What follows belongs to an exercise in optimizing a design on an open flow for a short achievable clock period and few clock cycles; a production flow would make more cautious choices.
The RTL was checked by simulation tests, not by an equivalence proof against the original design.
The flow treats the clock pin as an ideal source, which a real chip does not have.

==> inputs of run D <==
==> flow/design.v <==
package rrts_pkg;
    localparam int CMD_W  = 3;
    localparam int TASK_W = 4;
    localparam int BOX_W  = 2;
    localparam int MSG_W  = 16;
    localparam int CFG_W  = 5;
    localparam int D_TASKS      = 16;
    localparam int D_MAILBOXES  = 4;
    localparam int D_FIFO_DEPTH = 8;
    localparam int D_MSG_WIDTH  = 16;
    localparam logic [CMD_W-1:0] CMD_START  = 3'd0;
    localparam logic [CMD_W-1:0] CMD_TICK   = 3'd1;
    localparam logic [CMD_W-1:0] CMD_FAULT  = 3'd2;
    localparam logic [CMD_W-1:0] CMD_EXIT   = 3'd3;
    localparam logic [CMD_W-1:0] CMD_SLEEP  = 3'd4;
    localparam logic [CMD_W-1:0] CMD_WAKEUP = 3'd5;
    localparam logic [CMD_W-1:0] CMD_SEND   = 3'd6;
    localparam logic [CMD_W-1:0] CMD_RECV   = 3'd7;
    localparam logic [1:0] ST_NONE   = 2'd0;
    localparam logic [1:0] ST_ACTIVE = 2'd1;
    localparam logic [1:0] ST_SLEEP  = 2'd2;
    localparam logic [1:0] ST_EXITED = 2'd3;
    typedef struct packed {
        logic [TASK_W-1:0] next_task;
        logic              all_idle;
        logic              ret_valid;
        logic [MSG_W-1:0]  ret_message;
        logic              wake_valid;
        logic [TASK_W-1:0] wake_task;
        logic [MSG_W-1:0]  wake_message;
        logic              dropped;
        logic              recv_refused;
    } t_res;
endpackage
module rrts_ram #(
    parameter int W     = 16,
    parameter int DEPTH = 32
) (
    input  logic                                    i_clk,
    input  logic                                    i_we,
    input  logic [((DEPTH > 1) ? $clog2(DEPTH) : 1)-1:0] i_waddr,
    input  logic [W-1:0]                            i_wdata,
    input  logic                                    i_re,
    input  logic [((DEPTH > 1) ? $clog2(DEPTH) : 1)-1:0] i_raddr,
    output logic [W-1:0]                            o_rdata
);
    logic [W-1:0] r_mem [DEPTH];
    logic [W-1:0] r_rdata;
    always_ff @(posedge i_clk) begin
        if (i_we) begin
            r_mem[i_waddr] <= i_wdata;
        end
        if (i_re) begin
            r_rdata <= r_mem[i_raddr];
        end
    end
    assign o_rdata = r_rdata;
endmodule
module rrts_wrap_add #(
    parameter int W = 8
) (
    input  logic [W-1:0] i_a,
    input  logic [W-1:0] i_b,
    input  logic [W-1:0] i_lim,
    output logic [W-1:0] o_sum,
    output logic         o_ge,
    output logic [W-1:0] o_wrap
);
    logic [W-1:0] sum;
    assign sum    = i_a + i_b;
    assign o_sum  = sum;
    assign o_ge   = (sum >= i_lim);
    assign o_wrap = o_ge ? (sum - i_lim) : sum;
endmodule
module round_robin_task_scheduler #(
    parameter int TASKS      = rrts_pkg::D_TASKS,
    parameter int MAILBOXES  = rrts_pkg::D_MAILBOXES,
    parameter int FIFO_DEPTH = rrts_pkg::D_FIFO_DEPTH,
    parameter int MSG_WIDTH  = rrts_pkg::D_MSG_WIDTH
) (
    input  logic                        i_clk,
    input  logic                        i_rst_n,
    input  logic                        i_cfg_we,
    input  logic [rrts_pkg::CFG_W-1:0]  i_cfg_data,
    input  logic                        i_cmd_valid,
    output logic                        o_cmd_ready,
    input  logic [rrts_pkg::CMD_W-1:0]  i_cmd_cmd,
    input  logic [rrts_pkg::TASK_W-1:0] i_cmd_target_task,
    input  logic [rrts_pkg::BOX_W-1:0]  i_cmd_box,
    input  logic [rrts_pkg::MSG_W-1:0]  i_cmd_message,
    output logic                        o_res_valid,
    input  logic                        i_res_ready,
    output logic [rrts_pkg::TASK_W-1:0] o_res_next_task,
    output logic                        o_res_all_idle,
    output logic                        o_res_ret_valid,
    output logic [rrts_pkg::MSG_W-1:0]  o_res_ret_message,
    output logic                        o_res_wake_valid,
    output logic [rrts_pkg::TASK_W-1:0] o_res_wake_task,
    output logic [rrts_pkg::MSG_W-1:0]  o_res_wake_message,
    output logic                        o_res_dropped,
    output logic                        o_res_recv_refused
);
    localparam int NT = 16;
    localparam int NB = 4;
    localparam int FD = 8;
    localparam int MW = 16;
    localparam int RES_W = 2 * rrts_pkg::TASK_W + 2 * rrts_pkg::MSG_W + 5;
    logic r_rst_n;
    always_ff @(posedge i_clk) begin
        r_rst_n <= i_rst_n;
    end
    logic [4:0]    r_cfg;
    logic [NT-1:0] r_nmask;
    always_ff @(posedge i_clk) begin
        if (!i_rst_n) begin
            r_cfg <= 5'd1;
        end else if (i_cfg_we) begin
            r_cfg <= i_cfg_data;
        end
        for (int i = 0; i < NT; i++) begin
            r_nmask[i] <= (r_cfg == 5'd0) ? (i == 0) : (5'(i) < r_cfg);
        end
    end
    logic          r_ready;
    logic          accept;
    logic          c_v, c_start, c_fse, c_wakeup;
    logic [NB-1:0] c_send, c_recv;
    logic [NT-1:0] c_tgt;
    logic [MW-1:0] c_msg;
    assign accept = i_cmd_valid && r_ready;
    always_ff @(posedge i_clk) begin
        c_v      <= i_rst_n && accept;
        c_start  <= i_rst_n && accept && (i_cmd_cmd == rrts_pkg::CMD_START);
        c_fse    <= i_rst_n && accept && ((i_cmd_cmd == rrts_pkg::CMD_FAULT) ||
                                          (i_cmd_cmd == rrts_pkg::CMD_EXIT) ||
                                          (i_cmd_cmd == rrts_pkg::CMD_SLEEP));
        c_wakeup <= i_rst_n && accept && (i_cmd_cmd == rrts_pkg::CMD_WAKEUP);
        for (int b = 0; b < NB; b++) begin
            c_send[b] <= i_rst_n && accept && (i_cmd_cmd == rrts_pkg::CMD_SEND) &&
                         (i_cmd_box == 2'(b));
            c_recv[b] <= i_rst_n && accept && (i_cmd_cmd == rrts_pkg::CMD_RECV) &&
                         (i_cmd_box == 2'(b));
        end
        for (int i = 0; i < NT; i++) c_tgt[i] <= (i_cmd_target_task == 4'(i));
        c_msg <= i_cmd_message;
    end
    logic [FD-1:0] r_occ [NB];        
    logic [MW-1:0] r_ent [NB][FD];    
    logic [NB-1:0] r_wv;              
    logic [NT-1:0] r_wt  [NB];        
    logic [NT-1:0] r_cur;             
    logic [NB-1:0] m_wake, m_drop, m_push, m_ref, m_park, m_pop;
    logic [NT-1:0] m_wt;
    logic [MW-1:0] m_head;
    logic          e_v, e_start, e_clr;
    logic [NT-1:0] e_set;
    logic [NB-1:0] e_park;
    logic          e_retv, e_wakev, e_drop, e_ref;
    logic [MW-1:0] e_retm, e_wakem;
    always_comb begin
        m_wt   = '0;
        m_head = '0;
        for (int b = 0; b < NB; b++) begin
            m_wake[b] = c_send[b] && r_wv[b];
            m_drop[b] = c_send[b] && !r_wv[b] && r_occ[b][FD-1];
            m_push[b] = c_send[b] && !r_wv[b] && !r_occ[b][FD-1];
            m_ref[b]  = c_recv[b] && r_wv[b];
            m_park[b] = c_recv[b] && !r_wv[b] && !r_occ[b][0];
            m_pop[b]  = c_recv[b] && !r_wv[b] && r_occ[b][0];
            if (m_wake[b]) m_wt = m_wt | (e_park[b] ? r_cur : r_wt[b]);
            if (m_pop[b])  m_head = m_head | r_ent[b][0];
        end
    end
    always_ff @(posedge i_clk) begin
        if (!r_rst_n) begin
            r_wv <= '0;
            for (int b = 0; b < NB; b++) r_occ[b] <= '0;
        end else begin
            for (int b = 0; b < NB; b++) begin
                if (m_wake[b]) r_wv[b] <= 1'b0;
                if (m_park[b]) r_wv[b] <= 1'b1;
                if (m_push[b]) r_occ[b] <= {r_occ[b][FD-2:0], 1'b1};
                if (m_pop[b])  r_occ[b] <= {1'b0, r_occ[b][FD-1:1]};
            end
        end
        for (int b = 0; b < NB; b++) begin
            for (int j = 0; j < FD; j++) begin
                if (m_pop[b]) begin
                    if (j < FD - 1) r_ent[b][j] <= r_ent[b][j+1];
                end else if (m_push[b] && !r_occ[b][j] &&
                             ((j == 0) || r_occ[b][(j == 0) ? 0 : j-1])) begin
                    r_ent[b][j] <= c_msg;
                end
            end
        end
        e_v     <= c_v;
        e_start <= c_start;
        e_clr   <= c_fse || (m_park != '0);
        e_set   <= (c_wakeup ? c_tgt : '0) | m_wt;
        e_park  <= m_park;
        e_retv  <= (m_pop != '0);
        e_retm  <= m_head;
        e_wakev <= (m_wake != '0);
        e_wakem <= (m_wake != '0) ? c_msg : '0;
        e_drop  <= (m_drop != '0);
        e_ref   <= (m_ref != '0);
    end
    logic [NT-1:0] r_act;             
    logic [NT-1:0] r_gt;              
    logic [NT-1:0] nact, av, hi, phi, pav;
    logic          any_hi, any_av, cur_live;
    logic [NT-1:0] cur_hi, cur_av, gt_hi, gt_av;
    always_comb begin
        if (e_start) begin
            nact = r_act | r_nmask;
        end else begin
            nact = (r_act & ~(r_cur & {NT{e_clr}})) | e_set;
        end
        av   = (r_act | e_set) & r_nmask & ~r_cur;
        hi   = av & r_gt;
        phi[0] = hi[0];
        pav[0] = av[0];
        for (int i = 1; i < NT; i++) begin
            phi[i] = phi[i-1] | hi[i];
            pav[i] = pav[i-1] | av[i];
        end
        any_hi = phi[NT-1];
        any_av = pav[NT-1];
        gt_hi  = {phi[NT-2:0], 1'b0};
        gt_av  = {pav[NT-2:0], 1'b0};
        cur_hi = hi & ~gt_hi;
        cur_av = av & ~gt_av;
        cur_live = ((((r_act & ~{NT{e_clr}}) | e_set) & r_nmask & r_cur) != '0);
    end
    logic          r_rv;
    logic          r_idle, r_retv, r_wakev, r_drop, r_ref;
    logic [MW-1:0] r_retm, r_wakem;
    logic [NT-1:0] r_waket;
    always_ff @(posedge i_clk) begin
        if (!r_rst_n) begin
            r_act <= '0;
            r_cur <= 16'd1;
            r_gt  <= ~16'd1;
            r_rv  <= 1'b0;
        end else begin
            r_act <= nact;
            r_rv  <= e_v;
            if (e_start) begin
                r_cur <= 16'd1;
                r_gt  <= ~16'd1;
            end else if (e_v) begin
                if (any_hi) begin
                    r_cur <= cur_hi;
                    r_gt  <= gt_hi;
                end else if (any_av) begin
                    r_cur <= cur_av;
                    r_gt  <= gt_av;
                end
            end
        end
        for (int b = 0; b < NB; b++) begin
            if (e_park[b]) r_wt[b] <= r_cur;
        end
        r_idle  <= !e_start && !any_av && !cur_live;
        r_retv  <= e_retv;
        r_retm  <= e_retm;
        r_wakev <= e_wakev;
        r_waket <= e_wakev ? e_set : '0;
        r_wakem <= e_wakem;
        r_drop  <= e_drop;
        r_ref   <= e_ref;
    end
    rrts_pkg::t_res w_res;
    logic [3:0]     cur_bin, wake_bin;
    always_comb begin
        cur_bin  = '0;
        wake_bin = '0;
        for (int i = 0; i < NT; i++) begin
            if (r_cur[i])   cur_bin  = cur_bin  | 4'(i);
            if (r_waket[i]) wake_bin = wake_bin | 4'(i);
        end
        w_res              = '0;
        w_res.next_task    = cur_bin;
        w_res.all_idle     = r_idle;
        w_res.ret_valid    = r_retv;
        w_res.ret_message  = r_retm;
        w_res.wake_valid   = r_wakev;
        w_res.wake_task    = wake_bin;
        w_res.wake_message = r_wakem;
        w_res.dropped      = r_drop;
        w_res.recv_refused = r_ref;
    end
    logic [RES_W-1:0] r_q [8];
    logic [2:0]       r_qwr, r_qrd;
    logic [2:0]       r_qn;           
    rrts_pkg::t_res   r_head;
    logic             r_hv;
    logic [2:0]       r_inflight;     
    logic             take;
    logic [RES_W-1:0] h_keep, h_next;
    logic [2:0]       qn_keep, qn_next, if_0, if_a, if_t, if_at;
    logic             rdy_0, rdy_a, rdy_t, rdy_at;
    assign take = i_res_ready && r_hv;
    always_comb begin
        h_keep  = r_hv ? r_q[r_qrd] : w_res;
        h_next  = (r_qn > 3'd1) ? r_q[r_qrd + 3'd1] : w_res;
        qn_keep = r_qn + 3'(r_rv);
        qn_next = r_qn + 3'(r_rv) - 3'd1;
        if_0   = r_inflight;
        if_a   = r_inflight + 3'd1;
        if_t   = r_inflight - 3'd1;
        if_at  = r_inflight;
        rdy_0  = (if_0  < 3'd5);
        rdy_a  = (if_a  < 3'd5);
        rdy_t  = (if_t  < 3'd5);
        rdy_at = (if_at < 3'd5);
    end
    always_ff @(posedge i_clk) begin
        if (r_rv) r_q[r_qwr] <= w_res;
        r_head <= take ? h_next : h_keep;
        if (!r_rst_n) begin
            r_qwr <= '0;
            r_qrd <= '0;
            r_qn  <= '0;
            r_hv  <= 1'b0;
        end else begin
            if (r_rv) r_qwr <= r_qwr + 3'd1;
            if (take) r_qrd <= r_qrd + 3'd1;
            r_qn <= take ? qn_next : qn_keep;
            r_hv <= take ? (qn_next != 3'd0) : (qn_keep != 3'd0);
        end
        if (!i_rst_n) begin
            r_inflight <= '0;
            r_ready    <= 1'b1;
        end else begin
            case ({accept, take})
                2'b00: begin r_inflight <= if_0;  r_ready <= rdy_0;  end
                2'b10: begin r_inflight <= if_a;  r_ready <= rdy_a;  end
                2'b01: begin r_inflight <= if_t;  r_ready <= rdy_t;  end
                default: begin r_inflight <= if_at; r_ready <= rdy_at; end
            endcase
        end
    end
    assign o_cmd_ready = r_ready;
    assign o_res_valid        = r_hv;
    assign o_res_next_task    = r_head.next_task;
    assign o_res_all_idle     = r_head.all_idle;
    assign o_res_ret_valid    = r_head.ret_valid;
    assign o_res_ret_message  = r_head.ret_message;
    assign o_res_wake_valid   = r_head.wake_valid;
    assign o_res_wake_task    = r_head.wake_task;
    assign o_res_wake_message = r_head.wake_message;
    assign o_res_dropped      = r_head.dropped;
    assign o_res_recv_refused = r_head.recv_refused;
endmodule
==> flow/flow/run.sh <==
#!/bin/bash
set -euo pipefail
MARGIN=6
sed -E "s/SETUP_SLACK_MARGIN=[0-9.]+/SETUP_SLACK_MARGIN=${MARGIN}/" standard.sh > standard_tight.sh
grep -q "SETUP_SLACK_MARGIN=${MARGIN}" standard_tight.sh
bash standard_tight.sh > standard_tight.log 2>&1
==> flow/standard.sh <==
#!/bin/bash
# synth_recipe.tcl (not shown) runs the flow's synth.tcl, then flattens the netlist and writes it again
# the make line also repeats each setting of config.mk as NAME=value (left out here)
make -C /OpenROAD-flow-scripts/flow DESIGN_CONFIG=/design/flow/config.mk WORK_HOME=/design/flow/orfs CLKGATE_MAP_FILE= SYNTH_SCRIPT=/design/flow/synth_recipe.tcl "${@:-finish}"
==> flow/config.mk <==
export PLATFORM = sky130hd
export DESIGN_NAME = round_robin_task_scheduler
export DESIGN_NICKNAME = round_robin_task_scheduler
export VERILOG_FILES = /design/flow/design.v
export SDC_FILE = /design/flow/constraint.sdc
export NUM_CORES = 4
export LEC_CHECK = 0
export ABC_CLOCK_PERIOD_IN_PS = 2000
export CAP_MARGIN = 20
export CORE_MARGIN = 2
export CORE_UTILIZATION = 40
export SETUP_SLACK_MARGIN = 5
export SLEW_MARGIN = 20
==> flow/constraint.sdc <==
create_clock -name core_clock -period 8.0 [get_ports {i_clk}]
set_input_delay 1.6000 -clock core_clock [delete_from_list [all_inputs] [get_ports {i_clk}]]
set_output_delay 1.6000 -clock core_clock [all_outputs]
set_load 0.01 [all_outputs]
==> inputs of run M, as changes to run D <==
--- a/flow/design.v
+++ b/flow/design.v
@@ -209,5 +209,5 @@
     logic [NT-1:0] r_gt;              
     logic [NT-1:0] nact, av, hi, phi, pav;
-    logic          any_hi, any_av, cur_live;
+    logic          any_hi, any_av;
     logic [NT-1:0] cur_hi, cur_av, gt_hi, gt_av;
     always_comb begin
@@ -217,5 +217,5 @@
             nact = (r_act & ~(r_cur & {NT{e_clr}})) | e_set;
         end
-        av   = (r_act | e_set) & r_nmask & ~r_cur;
+        av   = nact & r_nmask;
         hi   = av & r_gt;
         phi[0] = hi[0];
@@ -231,5 +231,4 @@
         cur_hi = hi & ~gt_hi;
         cur_av = av & ~gt_av;
-        cur_live = ((((r_act & ~{NT{e_clr}}) | e_set) & r_nmask & r_cur) != '0);
     end
     logic          r_rv;
@@ -262,5 +261,5 @@
             if (e_park[b]) r_wt[b] <= r_cur;
         end
-        r_idle  <= !e_start && !any_av && !cur_live;
+        r_idle  <= !e_start && !any_av;
         r_retv  <= e_retv;
         r_retm  <= e_retm;
@@ -291,32 +290,19 @@
         w_res.recv_refused = r_ref;
     end
-    logic [RES_W-1:0] r_q [8];
-    logic [2:0]       r_qwr, r_qrd;
-    logic [2:0]       r_qn;           
-    rrts_pkg::t_res   r_head;
-    logic             r_hv;
-    logic [2:0]       r_inflight;     
-    logic             take;
-    logic [RES_W-1:0] h_keep, h_next;
-    logic [2:0]       qn_keep, qn_next, if_0, if_a, if_t, if_at;
-    logic             rdy_0, rdy_a, rdy_t, rdy_at;
-    assign take = i_res_ready && r_hv;
-    always_comb begin
-        h_keep  = r_hv ? r_q[r_qrd] : w_res;
-        h_next  = (r_qn > 3'd1) ? r_q[r_qrd + 3'd1] : w_res;
-        qn_keep = r_qn + 3'(r_rv);
-        qn_next = r_qn + 3'(r_rv) - 3'd1;
-        if_0   = r_inflight;
-        if_a   = r_inflight + 3'd1;
-        if_t   = r_inflight - 3'd1;
-        if_at  = r_inflight;
-        rdy_0  = (if_0  < 3'd5);
-        rdy_a  = (if_a  < 3'd5);
-        rdy_t  = (if_t  < 3'd5);
-        rdy_at = (if_at < 3'd5);
-    end
+    logic [RES_W-1:0] r_q [4];
+    logic [1:0]     r_qwr, r_qrd;
+    logic [2:0]     r_qn;             
+    rrts_pkg::t_res r_head;
+    logic           r_hv;
+    logic [2:0]     r_inflight;       
+    logic           take, load, qne;
+    logic [RES_W-1:0] q_next;
+    assign take   = i_res_ready && r_hv;
+    assign load   = take || !r_hv;
+    assign qne    = (r_qn != 3'd0);
+    assign q_next = qne ? r_q[r_qrd] : w_res;
     always_ff @(posedge i_clk) begin
         if (r_rv) r_q[r_qwr] <= w_res;
-        r_head <= take ? h_next : h_keep;
+        if (load) r_head <= q_next;
         if (!r_rst_n) begin
             r_qwr <= '0;
@@ -325,8 +311,8 @@
             r_hv  <= 1'b0;
         end else begin
-            if (r_rv) r_qwr <= r_qwr + 3'd1;
-            if (take) r_qrd <= r_qrd + 3'd1;
-            r_qn <= take ? qn_next : qn_keep;
-            r_hv <= take ? (qn_next != 3'd0) : (qn_keep != 3'd0);
+            if (r_rv) r_qwr <= r_qwr + 2'd1;
+            if (load && (qne || r_rv)) r_qrd <= r_qrd + 2'd1;
+            r_qn <= r_qn + 3'(r_rv) - 3'(load && (qne || r_rv));
+            if (load) r_hv <= qne || r_rv;
         end
         if (!i_rst_n) begin
@@ -334,9 +320,9 @@
             r_ready    <= 1'b1;
         end else begin
-            case ({accept, take})
-                2'b00: begin r_inflight <= if_0;  r_ready <= rdy_0;  end
-                2'b10: begin r_inflight <= if_a;  r_ready <= rdy_a;  end
-                2'b01: begin r_inflight <= if_t;  r_ready <= rdy_t;  end
-                default: begin r_inflight <= if_at; r_ready <= rdy_at; end
+            r_inflight <= r_inflight + 3'(accept) - 3'(take);
+            case (r_inflight)
+                3'd0, 3'd1, 3'd2, 3'd3: r_ready <= 1'b1;
+                3'd4:                   r_ready <= !(accept && !take);
+                default:                r_ready <= take;
             endcase
         end
==> inputs of run X, as changes to run D <==
==> flow/flow/run.sh (replaced) <==
#!/bin/bash
set -euo pipefail
MARGIN=6
sed -E "s/SETUP_SLACK_MARGIN=[0-9.]+/SETUP_SLACK_MARGIN=${MARGIN}/" standard.sh > standard_tight.sh
grep -q "SETUP_SLACK_MARGIN=${MARGIN}" standard_tight.sh
export PRE_CTS_TCL="$PWD/flow/cts_hook.tcl"
bash standard_tight.sh > standard_tight.log 2>&1
==> flow/flow/cts_hook.tcl (new file) <==
# PRE_CTS hook: build a two-level clock tree (root buffers fed by the clock
# port, leaf buffers at register clusters) in place of ORFS's CTS, then let
# cts.tcl go on with its placement legalization and timing repair
source [file join [file dirname [info script]] mytree.tcl]
set n_sinks [llength [[[ord::get_db_block] findBTerm i_clk] getNet] getITerms]]
set n_leaf [expr {max(4, int(ceil($n_sinks / 20.0)))}]
mytree_build i_clk $n_leaf 4 sky130_fd_sc_hd__clkbuf_16 sky130_fd_sc_hd__clkbuf_16
set_propagated_clock [all_clocks]
rename clock_tree_synthesis orfs_clock_tree_synthesis
proc clock_tree_synthesis {args} {
  puts "clock_tree_synthesis skipped: the tree was built by cts_hook.tcl"
}
==> flow/flow/mytree.tcl (new file) <==
# two-level clock tree: NROOT root buffers fed by the clock port, each driving
# the leaf buffers of its part of the die; each leaf buffer drives a cluster of
# registers found by k-means on their placed locations
proc mytree_build {clk_port nleaf nroot leafcell rootcell} {
  set db [ord::get_db]
  set block [ord::get_db_block]
  set bterm [$block findBTerm $clk_port]
  set clknet [$bterm getNet]
  set sinks {}
  foreach it [$clknet getITerms] {
    set inst [$it getInst]
    set bb [$inst getBBox]
    lappend sinks [list $it [expr {([$bb xMin] + [$bb xMax]) / 2.0}] [expr {([$bb yMin] + [$bb yMax]) / 2.0}]]
  }
  set n [llength $sinks]
  # k-means, seeded along a sort by x then y
  set sorted [lsort -real -index 1 $sinks]
  set cx {}; set cy {}
  for {set k 0} {$k < $nleaf} {incr k} {
    set s [lindex $sorted [expr {int(($k + 0.5) * $n / $nleaf)}]]
    lappend cx [lindex $s 1]; lappend cy [lindex $s 2]
  }
  set cap [expr {int(ceil(1.15 * $n / $nleaf))}]
  for {set iter 0} {$iter < 25} {incr iter} {
    # balanced assignment: sinks in order of their best distance, each to the
    # nearest centre with room
    set cand {}
    set si 0
    foreach s $sinks {
      set x [lindex $s 1]; set y [lindex $s 2]
      set ds {}
      for {set k 0} {$k < $nleaf} {incr k} {
        lappend ds [list $k [expr {abs($x - [lindex $cx $k]) + abs($y - [lindex $cy $k])}]]
      }
      set ds [lsort -real -index 1 $ds]
      lappend cand [list $si [lindex $ds 0 1] $ds]
      incr si
    }
    set cand [lsort -real -index 1 $cand]
    set cnt [lrepeat $nleaf 0]
    set assign [lrepeat $n 0]
    foreach c $cand {
      foreach d [lindex $c 2] {
        set k [lindex $d 0]
        if {[lindex $cnt $k] < $cap} {
          lset cnt $k [expr {[lindex $cnt $k] + 1}]
          lset assign [lindex $c 0] $k
          break
        }
      }
    }
    set sx [lrepeat $nleaf 0.0]; set sy [lrepeat $nleaf 0.0]
    set si 0
    foreach s $sinks {
      set k [lindex $assign $si]
      lset sx $k [expr {[lindex $sx $k] + [lindex $s 1]}]
      lset sy $k [expr {[lindex $sy $k] + [lindex $s 2]}]
      incr si
    }
    for {set k 0} {$k < $nleaf} {incr k} {
      if {[lindex $cnt $k] > 0} {
        lset cx $k [expr {[lindex $sx $k] / [lindex $cnt $k]}]
        lset cy $k [expr {[lindex $sy $k] / [lindex $cnt $k]}]
      }
    }
  }
  set leafm [$db findMaster $leafcell]
  set rootm [$db findMaster $rootcell]
  # roots: split leaves by angle around the leaf centroid into nroot groups
  set mx 0.0; set my 0.0
  for {set k 0} {$k < $nleaf} {incr k} { set mx [expr {$mx + [lindex $cx $k]}]; set my [expr {$my + [lindex $cy $k]}] }
  set mx [expr {$mx / $nleaf}]; set my [expr {$my / $nleaf}]
  set angs {}
  for {set k 0} {$k < $nleaf} {incr k} {
    lappend angs [list $k [expr {atan2([lindex $cy $k] - $my, [lindex $cx $k] - $mx)}]]
  }
  set angs [lsort -real -index 1 $angs]
  set rootnets {}
  for {set r 0} {$r < $nroot} {incr r} {
    set rinst [odb::dbInst_create $block $rootm "clkroot_$r"]
    set rnet [odb::dbNet_create $block "clknet_root_$r"]
    $rnet setSigType CLOCK
    [$rinst findITerm A] connect $clknet
    [$rinst findITerm X] connect $rnet
    lappend rootnets [list $rinst $rnet]
  }
  set leafnets {}
  set gx [lrepeat $nroot 0.0]; set gy [lrepeat $nroot 0.0]; set gn [lrepeat $nroot 0]
  for {set i 0} {$i < $nleaf} {incr i} {
    set k [lindex $angs $i 0]
    set r [expr {$i * $nroot / $nleaf}]
    set linst [odb::dbInst_create $block $leafm "clkleaf_$k"]
    set lnet [odb::dbNet_create $block "clknet_leaf_$k"]
    $lnet setSigType CLOCK
    [$linst findITerm A] connect [lindex $rootnets $r 1]
    [$linst findITerm X] connect $lnet
    $linst setLocation [expr {int([lindex $cx $k])}] [expr {int([lindex $cy $k])}]
    $linst setPlacementStatus PLACED
    lappend leafnets $lnet
    lset gx $r [expr {[lindex $gx $r] + [lindex $cx $k]}]
    lset gy $r [expr {[lindex $gy $r] + [lindex $cy $k]}]
    lset gn $r [expr {[lindex $gn $r] + 1}]
    set leafidx($k) $lnet
  }
  for {set r 0} {$r < $nroot} {incr r} {
    set rinst [lindex $rootnets $r 0]
    $rinst setLocation [expr {int([lindex $gx $r] / [lindex $gn $r])}] [expr {int([lindex $gy $r] / [lindex $gn $r])}]
    $rinst setPlacementStatus PLACED
  }
  set si 0
  foreach s $sinks {
    set it [lindex $s 0]
    $it disconnect
    $it connect $leafidx([lindex $assign $si])
    incr si
  }
  puts "mytree: $n sinks, $nleaf leaves (max [tcl::mathfunc::max {*}$cnt] sinks each), $nroot roots"
}
==> impl_results.rst <==
.. list-table::
   :header-rows: 1

   * - Metric
     - Value
   * - Setup slack after placement
     - between 3 and 4 ns
   * - Number of flip-flops under the largest register name
     - 512
   * - RSZ-0062 raised after global routing
     - yes
   * - Startpoint class of the critical path
     - flop
   * - Type of the worst min-delay path
     - reg -> reg
   * - Met1 demand-to-capacity share in global routing
     - between 20% and 30%
   * - Run status
     - finished clean
# the run above: run M

==> impl_results.rst <==
.. list-table::
   :header-rows: 1

   * - Metric
     - Value
   * - Run status
     - finished clean
   * - Most common cell after layout, fill and taps aside
     - edfxtp_1
   * - Final hold violation count
     - 0
   * - Setup slack after placement
     - 4.625 ns
   * - RSZ-0062 raised after global routing
     - yes
   * - Leading post-synthesis cells by cell area
     - edfxtp_1, dfxtp_1, mux4_2, a21o_1, mux2_2
   * - Met1 demand-to-capacity share in global routing
     - between 20 and 30%
   * - Multi-input combinational area share
     - ~28%
   * - Type of the worst min-delay path
     - reg -> reg
# the run above: run D

==> impl_results.rst <==
.. list-table::
   :header-rows: 1

   * - Metric
     - Value
   * - Run status
     - aborted with a tool error
   * - Stage at which the flow ended
     - 4_1_cts
   * - Error msg
     - Error: cts.tcl, 6 wrong # args: should be "llength list"
   * - Weighted congestion at the end of routability-driven global placement
     - 0.7967
   * - Setup slack after placement
     - between 4 and 5 ns
   * - Mux cell area share after synthesis
     - about an eighth
   * - Die outline width
     - roughly 360 um
   * - Instance area at placement
     - 0.05314 mm2
   * - Most numerous cell in the Yosys netlist
     - edfxtp_1
# the run above: run X

Testbench counts of run D, summed over its fixed seeds: cycles 9,707.
Testbench counts of run M, summed over its fixed seeds: cycles 9,707.
Testbench counts of run X, summed over its fixed seeds: cycles 9,707.

## port drivers added, routing unchanged
How much do the figures lean on ideal ports? The routed layouts below were timed once more, with nothing changed but the port constraints. Step 1, drivers: a clkbuf_16 drives i_clk and a buf_2 each remaining input, both assumed. Step 2 adds t to the input delays and takes it off the output delays; t is the mean of the earliest and latest rising clock arrival at the registers after step 1. Input paths then give back, and output paths get back, about the clock's delay inside the block. Slacks: ideal / step 1 / step 2; pairs: ideal / step 1.
run | t, ns | setup WS [ns] | clock arrival spread, ns | slew at the worst register clock pin (ns) | cell pins on the clock port's net
run D | 0.803 | 5.187 / 5.109 / 5.254 | 0.023 / 0.023 | 0.06 / 0.06 | 1
run M | 0.740 | 5.118 / 5.057 / 4.609 | 0.025 / 0.025 | 0.07 / 0.07 | 1
After both steps setup and hold are still met in every run listed. The setup slack of run M, which loses most, moves by -0.061 ns with the drivers and by -0.509 ns with both steps.
